Background: an optimization exercise with open tools, aiming at small area, a short achievable clock period and few clock cycles per item. Do not read the settings as production practice.
At most, simulation tests tie the RTL to the original design; equivalence was not proved.
Power and IR drop assume default switching activity.

==> run a: inputs <==
## four_char_word_machine_core_unit
module four_char_word_machine_core_unit (
  input  wire logic                        clk_i,
  input  wire logic                        rst_ni,
  input  wire logic                        in_valid_i,
  output logic                             in_ready_o,
  input  wire logic [fcwm_pkg::CMD_W-1:0]  in_cmd_i,
  input  wire logic [fcwm_pkg::ADDR_W-1:0] in_address_i,
  input  wire logic [fcwm_pkg::WORD_W-1:0] in_word_i,
  output logic                             out_valid_o,
  input  wire logic                        out_ready_i,
  output logic [fcwm_pkg::KIND_W-1:0]      out_kind_o,
  output logic [fcwm_pkg::ADDR_W-1:0]      out_target_o,
  output logic [fcwm_pkg::WORD_W-1:0]      out_word_o,
  output logic [fcwm_pkg::CNT_W-1:0]       out_char_count_o,
  output logic                             out_toggle_o,
  output logic                             out_last_o
);
Settings: LEC_CHECK=0, CAP_MARGIN=20, CORE_MARGIN=2, CORE_UTILIZATION=55, SETUP_SLACK_MARGIN=5.0, SLEW_MARGIN=20; clock period 8.0 ns.
run.sh (not shown) runs the stock make flow with config.mk's settings and CLKGATE_MAP_FILE= SYNTH_SCRIPT=/design/flow/synth_recipe.tcl, a recipe that flattens the netlist after the stock synthesis.
==> run b: changes against run a <==
--- a/flow/design.v
+++ b/flow/design.v
@@ -119,20 +119,21 @@
   input  wire logic                        out_ready_i,
   output logic [fcwm_pkg::KIND_W-1:0]      out_kind_o,
   output logic [fcwm_pkg::ADDR_W-1:0]      out_target_o,
   output logic [fcwm_pkg::WORD_W-1:0]      out_word_o,
   output logic [fcwm_pkg::CNT_W-1:0]       out_char_count_o,
   output logic                             out_toggle_o,
   output logic                             out_last_o
 );
-  localparam logic [1:0] M_NORM = 2'd0;
-  localparam logic [1:0] M_LR   = 2'd1;
-  localparam logic [1:0] M_CR   = 2'd2;
-  localparam logic [1:0] M_PD   = 2'd3;
+  localparam logic [2:0] M_NORM = 3'd0;
+  localparam logic [2:0] M_LR   = 3'd1;
+  localparam logic [2:0] M_CR   = 3'd2;
+  localparam logic [2:0] M_CR2  = 3'd3;
+  localparam logic [2:0] M_PD   = 3'd4;
   logic        rdy_q;
   logic        qa_v, qb_v;
   logic [1:0]  qa_cmd, qb_cmd;
   logic        qa_oob, qb_oob;
   logic [3:0]  qa_t, qa_o, qb_t, qb_o;
   logic [31:0] qa_w, qb_w;
   logic        in_oob;
   logic [3:0]  in_t, in_o;
@@ -181,25 +182,26 @@
       qb_w   <= in_word_i;
     end
   end
   logic [3:0]  pct_q, pco_q;    
   logic        tog_q, halt_q;
   logic [31:0] gen_q;
   logic [31:0] ir_q;            
   logic        irv_q;
-  logic [1:0]  mode_q;
+  logic [2:0]  mode_q;
+  logic [31:0] dr_q;            
   logic [3:0]  rt_q, ro_q;      
   logic [9:0]  rrow_q, rcol_q;  
   logic [3:0]  pdi_q;           
   logic [6:0]  pdb_q;           
   logic [3:0]  pct_d, pco_d, rt_d, ro_d, pdi_d;
   logic        tog_d, halt_d, irv_d;
   logic [31:0] gen_d, ir_d;
-  logic [1:0]  mode_d;
+  logic [2:0]  mode_d;
   logic [6:0]  pdb_d;
   logic [9:0]  rrow_d, rcol_d;
   logic        m_clr, m_we;
   logic [3:0]  m_wt, m_wo;
   logic [31:0] m_wdata, rdata;
   fcwm_mem u_mem (
     .clk_i   (clk_i),
     .rst_ni  (rst_ni),
@@ -385,37 +387,46 @@
         M_LR: begin
           push   = 1'b1;
           gen_d  = rdata;
           mode_d = M_NORM;
           rt_d   = pct_inc;
           ro_d   = pco_inc;
         end
         M_CR: begin
-          push   = 1'b1;
-          tog_d  = (gen_q == rdata);
-          mode_d = M_NORM;
+          mode_d = M_CR2;
           rt_d   = pct_inc;
           ro_d   = pco_inc;
         end
-        default: begin  
+        M_CR2: begin
           push   = 1'b1;
-          n_kind = fcwm_pkg::K_PRINT;
-          n_tgt  = pdb_q;
-          n_word = rdata;
-          n_cnt  = fcwm_pkg::count_chars(rdata);
-          n_last = (pdi_q == 4'd9);
-          pdi_d  = pdi_q + 4'd1;
-          pdb_d  = pdb_q + 7'd1;
-          rt_d   = rt_inc;
-          ro_d   = ro_inc;
+          tog_d  = (gen_q == dr_q);
+          mode_d = M_NORM;
+        end
+        default: begin  
+          pdi_d = pdi_q + 4'd1;
+          rt_d  = rt_inc;
+          ro_d  = ro_inc;
           if (pdi_q == 4'd9) begin
+            rt_d = pct_inc;
+            ro_d = pco_inc;
+          end
+          if (pdi_q != 4'd0) begin
+            push   = 1'b1;
+            n_kind = fcwm_pkg::K_PRINT;
+            n_tgt  = pdb_q;
+            n_word = dr_q;
+            n_cnt  = fcwm_pkg::count_chars(dr_q);
+            n_last = (pdi_q == 4'd10);
+            pdb_d  = pdb_q + 7'd1;
+          end
+          if (pdi_q == 4'd10) begin
             mode_d = M_NORM;
-            rt_d   = pct_inc;
-            ro_d   = pco_inc;
+            rt_d   = rt_q;
+            ro_d   = ro_q;
           end
         end
       endcase
     end
     for (int i = 0; i < 10; i++) begin
       rrow_d[i] = (rt_d == 4'(i));
       rcol_d[i] = (ro_d == 4'(i));
     end
@@ -457,16 +468,17 @@
       ro_q   <= ro_d;
       rrow_q <= rrow_d;
       rcol_q <= rcol_d;
     end
   end
   always_ff @(posedge clk_i) begin
     pdi_q <= pdi_d;
     pdb_q <= pdb_d;
+    if ((mode_q == M_NORM) || room) dr_q <= rdata;
   end
   logic pop;
   assign pop = ov_q && out_ready_i;
   always_ff @(posedge clk_i or negedge rst_ni) begin
     if (!rst_ni) begin
       ov_q   <= 1'b0;
       full_q <= 1'b0;
     end else begin
==> flow/config.mk (replaced) <==
export PLATFORM = sky130hd
export DESIGN_NAME = four_char_word_machine_core_unit
export DESIGN_NICKNAME = four_char_word_machine_core_unit
export VERILOG_FILES = /design/flow/design.v
export SDC_FILE = /design/flow/constraint.sdc
export NUM_CORES = 4
export LEC_CHECK = 0
export CAP_MARGIN = 20
export CORE_MARGIN = 2
export CORE_UTILIZATION = 55
export SETUP_SLACK_MARGIN = 4.0
export SLEW_MARGIN = 20
==> run c: changes against run a <==
--- a/flow/design.v
+++ b/flow/design.v
@@ -119,20 +119,21 @@
   input  wire logic                        out_ready_i,
   output logic [fcwm_pkg::KIND_W-1:0]      out_kind_o,
   output logic [fcwm_pkg::ADDR_W-1:0]      out_target_o,
   output logic [fcwm_pkg::WORD_W-1:0]      out_word_o,
   output logic [fcwm_pkg::CNT_W-1:0]       out_char_count_o,
   output logic                             out_toggle_o,
   output logic                             out_last_o
 );
-  localparam logic [1:0] M_NORM = 2'd0;
-  localparam logic [1:0] M_LR   = 2'd1;
-  localparam logic [1:0] M_CR   = 2'd2;
-  localparam logic [1:0] M_PD   = 2'd3;
+  localparam logic [2:0] M_NORM = 3'd0;
+  localparam logic [2:0] M_LR   = 3'd1;
+  localparam logic [2:0] M_CR   = 3'd2;
+  localparam logic [2:0] M_CR2  = 3'd3;
+  localparam logic [2:0] M_PD   = 3'd4;
   logic        rdy_q;
   logic        qa_v, qb_v;
   logic [1:0]  qa_cmd, qb_cmd;
   logic        qa_oob, qb_oob;
   logic [3:0]  qa_t, qa_o, qb_t, qb_o;
   logic [31:0] qa_w, qb_w;
   logic        in_oob;
   logic [3:0]  in_t, in_o;
@@ -181,25 +182,26 @@
       qb_w   <= in_word_i;
     end
   end
   logic [3:0]  pct_q, pco_q;    
   logic        tog_q, halt_q;
   logic [31:0] gen_q;
   logic [31:0] ir_q;            
   logic        irv_q;
-  logic [1:0]  mode_q;
+  logic [2:0]  mode_q;
+  logic [31:0] dr_q;            
   logic [3:0]  rt_q, ro_q;      
   logic [9:0]  rrow_q, rcol_q;  
   logic [3:0]  pdi_q;           
   logic [6:0]  pdb_q;           
   logic [3:0]  pct_d, pco_d, rt_d, ro_d, pdi_d;
   logic        tog_d, halt_d, irv_d;
   logic [31:0] gen_d, ir_d;
-  logic [1:0]  mode_d;
+  logic [2:0]  mode_d;
   logic [6:0]  pdb_d;
   logic [9:0]  rrow_d, rcol_d;
   logic        m_clr, m_we;
   logic [3:0]  m_wt, m_wo;
   logic [31:0] m_wdata, rdata;
   fcwm_mem u_mem (
     .clk_i   (clk_i),
     .rst_ni  (rst_ni),
@@ -385,37 +387,46 @@
         M_LR: begin
           push   = 1'b1;
           gen_d  = rdata;
           mode_d = M_NORM;
           rt_d   = pct_inc;
           ro_d   = pco_inc;
         end
         M_CR: begin
-          push   = 1'b1;
-          tog_d  = (gen_q == rdata);
-          mode_d = M_NORM;
+          mode_d = M_CR2;
           rt_d   = pct_inc;
           ro_d   = pco_inc;
         end
-        default: begin  
+        M_CR2: begin
           push   = 1'b1;
-          n_kind = fcwm_pkg::K_PRINT;
-          n_tgt  = pdb_q;
-          n_word = rdata;
-          n_cnt  = fcwm_pkg::count_chars(rdata);
-          n_last = (pdi_q == 4'd9);
-          pdi_d  = pdi_q + 4'd1;
-          pdb_d  = pdb_q + 7'd1;
-          rt_d   = rt_inc;
-          ro_d   = ro_inc;
+          tog_d  = (gen_q == dr_q);
+          mode_d = M_NORM;
+        end
+        default: begin  
+          pdi_d = pdi_q + 4'd1;
+          rt_d  = rt_inc;
+          ro_d  = ro_inc;
           if (pdi_q == 4'd9) begin
+            rt_d = pct_inc;
+            ro_d = pco_inc;
+          end
+          if (pdi_q != 4'd0) begin
+            push   = 1'b1;
+            n_kind = fcwm_pkg::K_PRINT;
+            n_tgt  = pdb_q;
+            n_word = dr_q;
+            n_cnt  = fcwm_pkg::count_chars(dr_q);
+            n_last = (pdi_q == 4'd10);
+            pdb_d  = pdb_q + 7'd1;
+          end
+          if (pdi_q == 4'd10) begin
             mode_d = M_NORM;
-            rt_d   = pct_inc;
-            ro_d   = pco_inc;
+            rt_d   = rt_q;
+            ro_d   = ro_q;
           end
         end
       endcase
     end
     for (int i = 0; i < 10; i++) begin
       rrow_d[i] = (rt_d == 4'(i));
       rcol_d[i] = (ro_d == 4'(i));
     end
@@ -457,16 +468,17 @@
       ro_q   <= ro_d;
       rrow_q <= rrow_d;
       rcol_q <= rcol_d;
     end
   end
   always_ff @(posedge clk_i) begin
     pdi_q <= pdi_d;
     pdb_q <= pdb_d;
+    if ((mode_q == M_NORM) || room) dr_q <= rdata;
   end
   logic pop;
   assign pop = ov_q && out_ready_i;
   always_ff @(posedge clk_i or negedge rst_ni) begin
     if (!rst_ni) begin
       ov_q   <= 1'b0;
       full_q <= 1'b0;
     end else begin
==> flow/config.mk (replaced) <==
export PLATFORM = sky130hd
export DESIGN_NAME = four_char_word_machine_core_unit
export DESIGN_NICKNAME = four_char_word_machine_core_unit
export VERILOG_FILES = /design/flow/design.v
export SDC_FILE = /design/flow/constraint.sdc
export NUM_CORES = 4
export LEC_CHECK = 0
export CAP_MARGIN = 20
export CORE_MARGIN = 2
export CORE_UTILIZATION = 55
export SETUP_SLACK_MARGIN = 4.5
export SLEW_MARGIN = 20
export TNS_END_PERCENT = 20
==> run d: changes against run a <==
--- a/flow/design.v
+++ b/flow/design.v
@@ -43,72 +43,61 @@
   endfunction
 endpackage
 `default_nettype wire
 `default_nettype none
 module fcwm_mem (
   input  wire logic        clk_i,
   input  wire logic        rst_ni,
   input  wire logic        clr_i,
-  input  wire logic        we_i,
-  input  wire logic [3:0]  wt_i,
-  input  wire logic [3:0]  wo_i,
+  input  wire logic [9:0]  wrow_i,
+  input  wire logic [9:0]  wcol_i,
   input  wire logic [31:0] wdata_i,
-  input  wire logic [9:0]  rrow_i,
-  input  wire logic [9:0]  rcol_i,
+  input  wire logic [9:0]  nrow_i,
+  input  wire logic [9:0]  ncol_i,
   output logic [31:0]      rdata_o
 );
   logic [31:0] mem [100];
   logic [99:0] vld_q;
-  logic [9:0] wrow, wcol;
-  always_comb begin
-    for (int i = 0; i < 10; i++) begin
-      wrow[i] = (wt_i == 4'(i));
-      wcol[i] = (wo_i == 4'(i));
-    end
-  end
+  logic [99:0] sel_q;
   always_ff @(posedge clk_i) begin
     for (int t = 0; t < 10; t++) begin
       for (int o = 0; o < 10; o++) begin
-        if (we_i && wrow[t] && wcol[o]) mem[10*t+o] <= wdata_i;
+        if (wrow_i[t] && wcol_i[o]) mem[10*t+o] <= wdata_i;
       end
     end
   end
   always_ff @(posedge clk_i or negedge rst_ni) begin
     if (!rst_ni) begin
       vld_q <= '0;
-    end else if (clr_i) begin
-      vld_q <= '0;
     end else begin
       for (int t = 0; t < 10; t++) begin
         for (int o = 0; o < 10; o++) begin
-          if (we_i && wrow[t] && wcol[o]) vld_q[10*t+o] <= 1'b1;
+          if (clr_i) vld_q[10*t+o] <= 1'b0;
+          else if (wrow_i[t] && wcol_i[o]) vld_q[10*t+o] <= 1'b1;
         end
       end
     end
   end
-  logic [31:0] raw;
-  logic        rv;
-  always_comb begin
-    raw = '0;
-    rv  = 1'b0;
+  always_ff @(posedge clk_i) begin
     for (int t = 0; t < 10; t++) begin
-      logic [31:0] rw;
-      logic        v;
-      rw = '0;
-      v  = 1'b0;
       for (int o = 0; o < 10; o++) begin
-        rw = rw | ({32{rcol_i[o]}} & mem[10*t+o]);
-        v  = v | (rcol_i[o] & vld_q[10*t+o]);
+        sel_q[10*t+o] <= nrow_i[t] && ncol_i[o] && !clr_i &&
+                         (vld_q[10*t+o] || (wrow_i[t] && wcol_i[o]));
       end
-      raw = raw | ({32{rrow_i[t]}} & rw);
-      rv  = rv | (rrow_i[t] & v);
     end
   end
-  assign rdata_o = rv ? raw : fcwm_pkg::SPACES;
+  logic [31:0] raw;
+  always_comb begin
+    raw = '0;
+    for (int w = 0; w < 100; w++) begin
+      raw = raw | ({32{sel_q[w]}} & mem[w]);
+    end
+  end
+  assign rdata_o = raw | ((sel_q == '0) ? fcwm_pkg::SPACES : 32'h0);
 endmodule
 `default_nettype wire
 `default_nettype none
 module four_char_word_machine_core_unit (
   input  wire logic                        clk_i,
   input  wire logic                        rst_ni,
   input  wire logic                        in_valid_i,
   output logic                             in_ready_o,
@@ -119,20 +108,21 @@
   input  wire logic                        out_ready_i,
   output logic [fcwm_pkg::KIND_W-1:0]      out_kind_o,
   output logic [fcwm_pkg::ADDR_W-1:0]      out_target_o,
   output logic [fcwm_pkg::WORD_W-1:0]      out_word_o,
   output logic [fcwm_pkg::CNT_W-1:0]       out_char_count_o,
   output logic                             out_toggle_o,
   output logic                             out_last_o
 );
-  localparam logic [1:0] M_NORM = 2'd0;
-  localparam logic [1:0] M_LR   = 2'd1;
-  localparam logic [1:0] M_CR   = 2'd2;
-  localparam logic [1:0] M_PD   = 2'd3;
+  localparam logic [2:0] M_NORM = 3'd0;
+  localparam logic [2:0] M_LR   = 3'd1;
+  localparam logic [2:0] M_CR   = 3'd2;
+  localparam logic [2:0] M_CR2  = 3'd3;
+  localparam logic [2:0] M_PD   = 3'd4;
   logic        rdy_q;
   logic        qa_v, qb_v;
   logic [1:0]  qa_cmd, qb_cmd;
   logic        qa_oob, qb_oob;
   logic [3:0]  qa_t, qa_o, qb_t, qb_o;
   logic [31:0] qa_w, qb_w;
   logic        in_oob;
   logic [3:0]  in_t, in_o;
@@ -181,40 +171,41 @@
       qb_w   <= in_word_i;
     end
   end
   logic [3:0]  pct_q, pco_q;    
   logic        tog_q, halt_q;
   logic [31:0] gen_q;
   logic [31:0] ir_q;            
   logic        irv_q;
-  logic [1:0]  mode_q;
+  logic [2:0]  mode_q;
+  logic [31:0] dr_q;            
   logic [3:0]  rt_q, ro_q;      
-  logic [9:0]  rrow_q, rcol_q;  
   logic [3:0]  pdi_q;           
   logic [6:0]  pdb_q;           
   logic [3:0]  pct_d, pco_d, rt_d, ro_d, pdi_d;
   logic        tog_d, halt_d, irv_d;
   logic [31:0] gen_d, ir_d;
-  logic [1:0]  mode_d;
+  logic [2:0]  mode_d;
   logic [6:0]  pdb_d;
-  logic [9:0]  rrow_d, rcol_d;
+  logic [9:0]  rrow_d, rcol_d;  
   logic        m_clr, m_we;
   logic [3:0]  m_wt, m_wo;
   logic [31:0] m_wdata, rdata;
+  logic [9:0]  wp_row_q, wp_col_q;    
+  logic [31:0] wp_data_q;
   fcwm_mem u_mem (
     .clk_i   (clk_i),
     .rst_ni  (rst_ni),
     .clr_i   (m_clr),
-    .we_i    (m_we),
-    .wt_i    (m_wt),
-    .wo_i    (m_wo),
-    .wdata_i (m_wdata),
-    .rrow_i  (rrow_q),
-    .rcol_i  (rcol_q),
+    .wrow_i  (wp_row_q),
+    .wcol_i  (wp_col_q),
+    .wdata_i (wp_data_q),
+    .nrow_i  (rrow_d),
+    .ncol_i  (rcol_d),
     .rdata_o (rdata)
   );
   logic        ov_q, full_q;
   logic [2:0]  h_kind, s_kind;
   logic [6:0]  h_tgt, s_tgt;
   logic [31:0] h_word, s_word;
   logic [2:0]  h_cnt, s_cnt;
   logic        h_tog, s_tog, h_last, s_last;
@@ -385,88 +376,117 @@
         M_LR: begin
           push   = 1'b1;
           gen_d  = rdata;
           mode_d = M_NORM;
           rt_d   = pct_inc;
           ro_d   = pco_inc;
         end
         M_CR: begin
-          push   = 1'b1;
-          tog_d  = (gen_q == rdata);
-          mode_d = M_NORM;
+          mode_d = M_CR2;
           rt_d   = pct_inc;
           ro_d   = pco_inc;
         end
-        default: begin  
+        M_CR2: begin
           push   = 1'b1;
-          n_kind = fcwm_pkg::K_PRINT;
-          n_tgt  = pdb_q;
-          n_word = rdata;
-          n_cnt  = fcwm_pkg::count_chars(rdata);
-          n_last = (pdi_q == 4'd9);
-          pdi_d  = pdi_q + 4'd1;
-          pdb_d  = pdb_q + 7'd1;
-          rt_d   = rt_inc;
-          ro_d   = ro_inc;
+          tog_d  = (gen_q == dr_q);
+          mode_d = M_NORM;
+        end
+        default: begin  
+          pdi_d = pdi_q + 4'd1;
+          rt_d  = rt_inc;
+          ro_d  = ro_inc;
           if (pdi_q == 4'd9) begin
+            rt_d = pct_inc;
+            ro_d = pco_inc;
+          end
+          if (pdi_q != 4'd0) begin
+            push   = 1'b1;
+            n_kind = fcwm_pkg::K_PRINT;
+            n_tgt  = pdb_q;
+            n_word = dr_q;
+            n_cnt  = fcwm_pkg::count_chars(dr_q);
+            n_last = (pdi_q == 4'd10);
+            pdb_d  = pdb_q + 7'd1;
+          end
+          if (pdi_q == 4'd10) begin
             mode_d = M_NORM;
-            rt_d   = pct_inc;
-            ro_d   = pco_inc;
+            rt_d   = rt_q;
+            ro_d   = ro_q;
           end
         end
       endcase
     end
     for (int i = 0; i < 10; i++) begin
       rrow_d[i] = (rt_d == 4'(i));
       rcol_d[i] = (ro_d == 4'(i));
     end
   end
-  logic hit_rd, hit_pc;
+  logic hit_rd, hit_wp, hit_pc;
   assign hit_rd = m_we && (m_wt == rt_q) && (m_wo == ro_q);
+  logic [9:0] rt_oh, ro_oh;
+  always_comb begin
+    for (int i = 0; i < 10; i++) begin
+      rt_oh[i] = (rt_q == 4'(i));
+      ro_oh[i] = (ro_q == 4'(i));
+    end
+  end
+  assign hit_wp = (|(wp_row_q & rt_oh)) && (|(wp_col_q & ro_oh));
   assign hit_pc = m_we && (m_wt == pct_q) && (m_wo == pco_q);
   always_comb begin
     if (ir_init)                ir_d = fcwm_pkg::SPACES;
     else if (ir_load && hit_rd) ir_d = m_wdata;
+    else if (ir_load && hit_wp) ir_d = wp_data_q;
     else if (ir_load)           ir_d = rdata;
     else if (hit_pc)            ir_d = m_wdata;
     else                        ir_d = ir_q;
   end
   always_ff @(posedge clk_i or negedge rst_ni) begin
     if (!rst_ni) begin
+      wp_row_q <= '0;
+      wp_col_q <= '0;
+    end else begin
+      for (int i = 0; i < 10; i++) begin
+        wp_row_q[i] <= m_we && (m_wt == 4'(i));
+        wp_col_q[i] <= (m_wo == 4'(i));
+      end
+    end
+  end
+  always_ff @(posedge clk_i) begin
+    wp_data_q <= m_wdata;
+  end
+  always_ff @(posedge clk_i or negedge rst_ni) begin
+    if (!rst_ni) begin
       pct_q  <= '0;
       pco_q  <= '0;
       tog_q  <= 1'b0;
       halt_q <= 1'b0;
       gen_q  <= fcwm_pkg::SPACES;
       ir_q   <= fcwm_pkg::SPACES;
       irv_q  <= 1'b1;
       mode_q <= M_NORM;
       rt_q   <= 4'd0;
       ro_q   <= 4'd1;
-      rrow_q <= 10'b0000000001;
-      rcol_q <= 10'b0000000010;
     end else begin
       pct_q  <= pct_d;
       pco_q  <= pco_d;
       tog_q  <= tog_d;
       halt_q <= halt_d;
       gen_q  <= gen_d;
       ir_q   <= ir_d;
       irv_q  <= irv_d;
       mode_q <= mode_d;
       rt_q   <= rt_d;
       ro_q   <= ro_d;
-      rrow_q <= rrow_d;
-      rcol_q <= rcol_d;
     end
   end
   always_ff @(posedge clk_i) begin
     pdi_q <= pdi_d;
     pdb_q <= pdb_d;
+    if ((mode_q == M_NORM) || room) dr_q <= rdata;
   end
   logic pop;
   assign pop = ov_q && out_ready_i;
   always_ff @(posedge clk_i or negedge rst_ni) begin
     if (!rst_ni) begin
       ov_q   <= 1'b0;
       full_q <= 1'b0;
     end else begin
==> flow/config.mk (replaced) <==
export PLATFORM = sky130hd
export DESIGN_NAME = four_char_word_machine_core_unit
export DESIGN_NICKNAME = four_char_word_machine_core_unit
export VERILOG_FILES = /design/flow/design.v
export SDC_FILE = /design/flow/constraint.sdc
export NUM_CORES = 4
export LEC_CHECK = 0
export CAP_MARGIN = 20
export CORE_MARGIN = 2
export CORE_UTILIZATION = 55
export SETUP_SLACK_MARGIN = 4.5
export SLEW_MARGIN = 20
export TNS_END_PERCENT = 20
==> comparison table <==
                                                                                 run d                    run b                    run a                     run c
Status                                                        finished with violations  complete, no violations  complete, no violations  finished with violations
Reasons for failing layout checks                                   antenna violations                        -                        -        antenna violations
Sum of internal, switching and leakage power                                   49.3 mW                  56.3 mW                  69.2 mW                   57.8 mW
Share of total power in combinational logic                                      0.130                    0.253                    0.387                     0.267
Maximum cell stage delay along the critical path                               0.73 ns                  0.72 ns                  0.75 ns                   0.63 ns
Data required time at the worst endpoint                                       8.84 ns                  8.80 ns                  8.86 ns                   8.77 ns
Initial cell density of the core                                                 0.554                    0.553                    0.552                     0.553
Clock latency on the worst-skew pair                                           1.03 ns                  0.96 ns                  1.09 ns                   1.01 ns
Register share of the cell area                                                  0.700                    0.699                    0.580                     0.685
Total GRT Usage                                                                  0.518                    0.331                    0.474                     0.343
Fraction of met1 tracks used by global routing                                   0.638                    0.476                    0.592                     0.487
Maximum number of pins on one net before global-route repair                       153                      140                      102                       134
Average cell area after synthesis                                             17.6 um2                 17.7 um2                 17.3 um2                  17.7 um2
Maximum clock frequency                                                      0.254 GHz                0.245 GHz                0.211 GHz                 0.267 GHz
Wire length reported by the detailed router                                     673 mm                   422 mm                   629 mm                    444 mm
Internal power                                                                 36.0 mW                  37.4 mW                  42.4 mW                   38.2 mW
Top power group                                                              registers                registers      combinational logic                 registers
Clk pwr share                                                                    0.358                    0.295                    0.247                     0.294
Worst setup skew after layout                                                0.0899 ns                0.0485 ns                 0.117 ns                 0.0854 ns
Area of the placeable core                                                   0.249 mm2                0.243 mm2                0.243 mm2                 0.243 mm2
Cell depth of the worst hold path                                                    2                        2                        1                         2
Startpoint of the worst register-to-register path                      u_mem.sel_q[29]                rcol_q[8]                rcol_q[6]                 rcol_q[6]
Data arrival, critical path                                                    4.77 ns                  4.89 ns                  5.61 ns                   4.52 ns
Critical path endpoint                                                        ir_q[12]                 ir_q[16]                    h_tog                  ir_q[14]
Sequential power share                                                           0.512                    0.452                    0.365                     0.439
Testbench counts of run b, summed over its fixed seeds: cycles 41,080, items 29,965.
Testbench counts of run c, summed over its fixed seeds: cycles 41,080, items 29,965.
Testbench counts of run d, summed over its fixed seeds: cycles 41,080, items 29,965.
The RTL of run a was laid out without a check of its function.

re-timing with driven ports:
Ports are ideal in the flow. The routed layouts listed here were re-timed in OpenROAD. Step 1, drivers: a clkbuf_16 drives clk_i and a buf_2 each remaining input, both assumed. Step 2, shift: input delay + t, output delay - t, t = (earliest + latest rising clock arrival at the registers) / 2. This alone moves slack from input paths to output paths. Slacks: ideal ports / drivers / drivers and shift; pairs: ideal ports / drivers.
run | t (ns) | slack for setup (ns) | clock arrival spread, ns
run a | 1.139 | 3.251 / 3.251 / 3.251 | 0.117 / 0.117
run b | 1.030 | 3.910 / 3.910 / 3.337 | 0.053 / 0.053
run c | 1.058 | 4.256 / 4.256 / 3.850 | 0.087 / 0.087
run d | 1.091 | 4.066 / 4.066 / 3.523 | 0.095 / 0.095
The setup slack of run b, which loses most, moves by 0.000 ns with the drivers and by -0.573 ns with both steps.
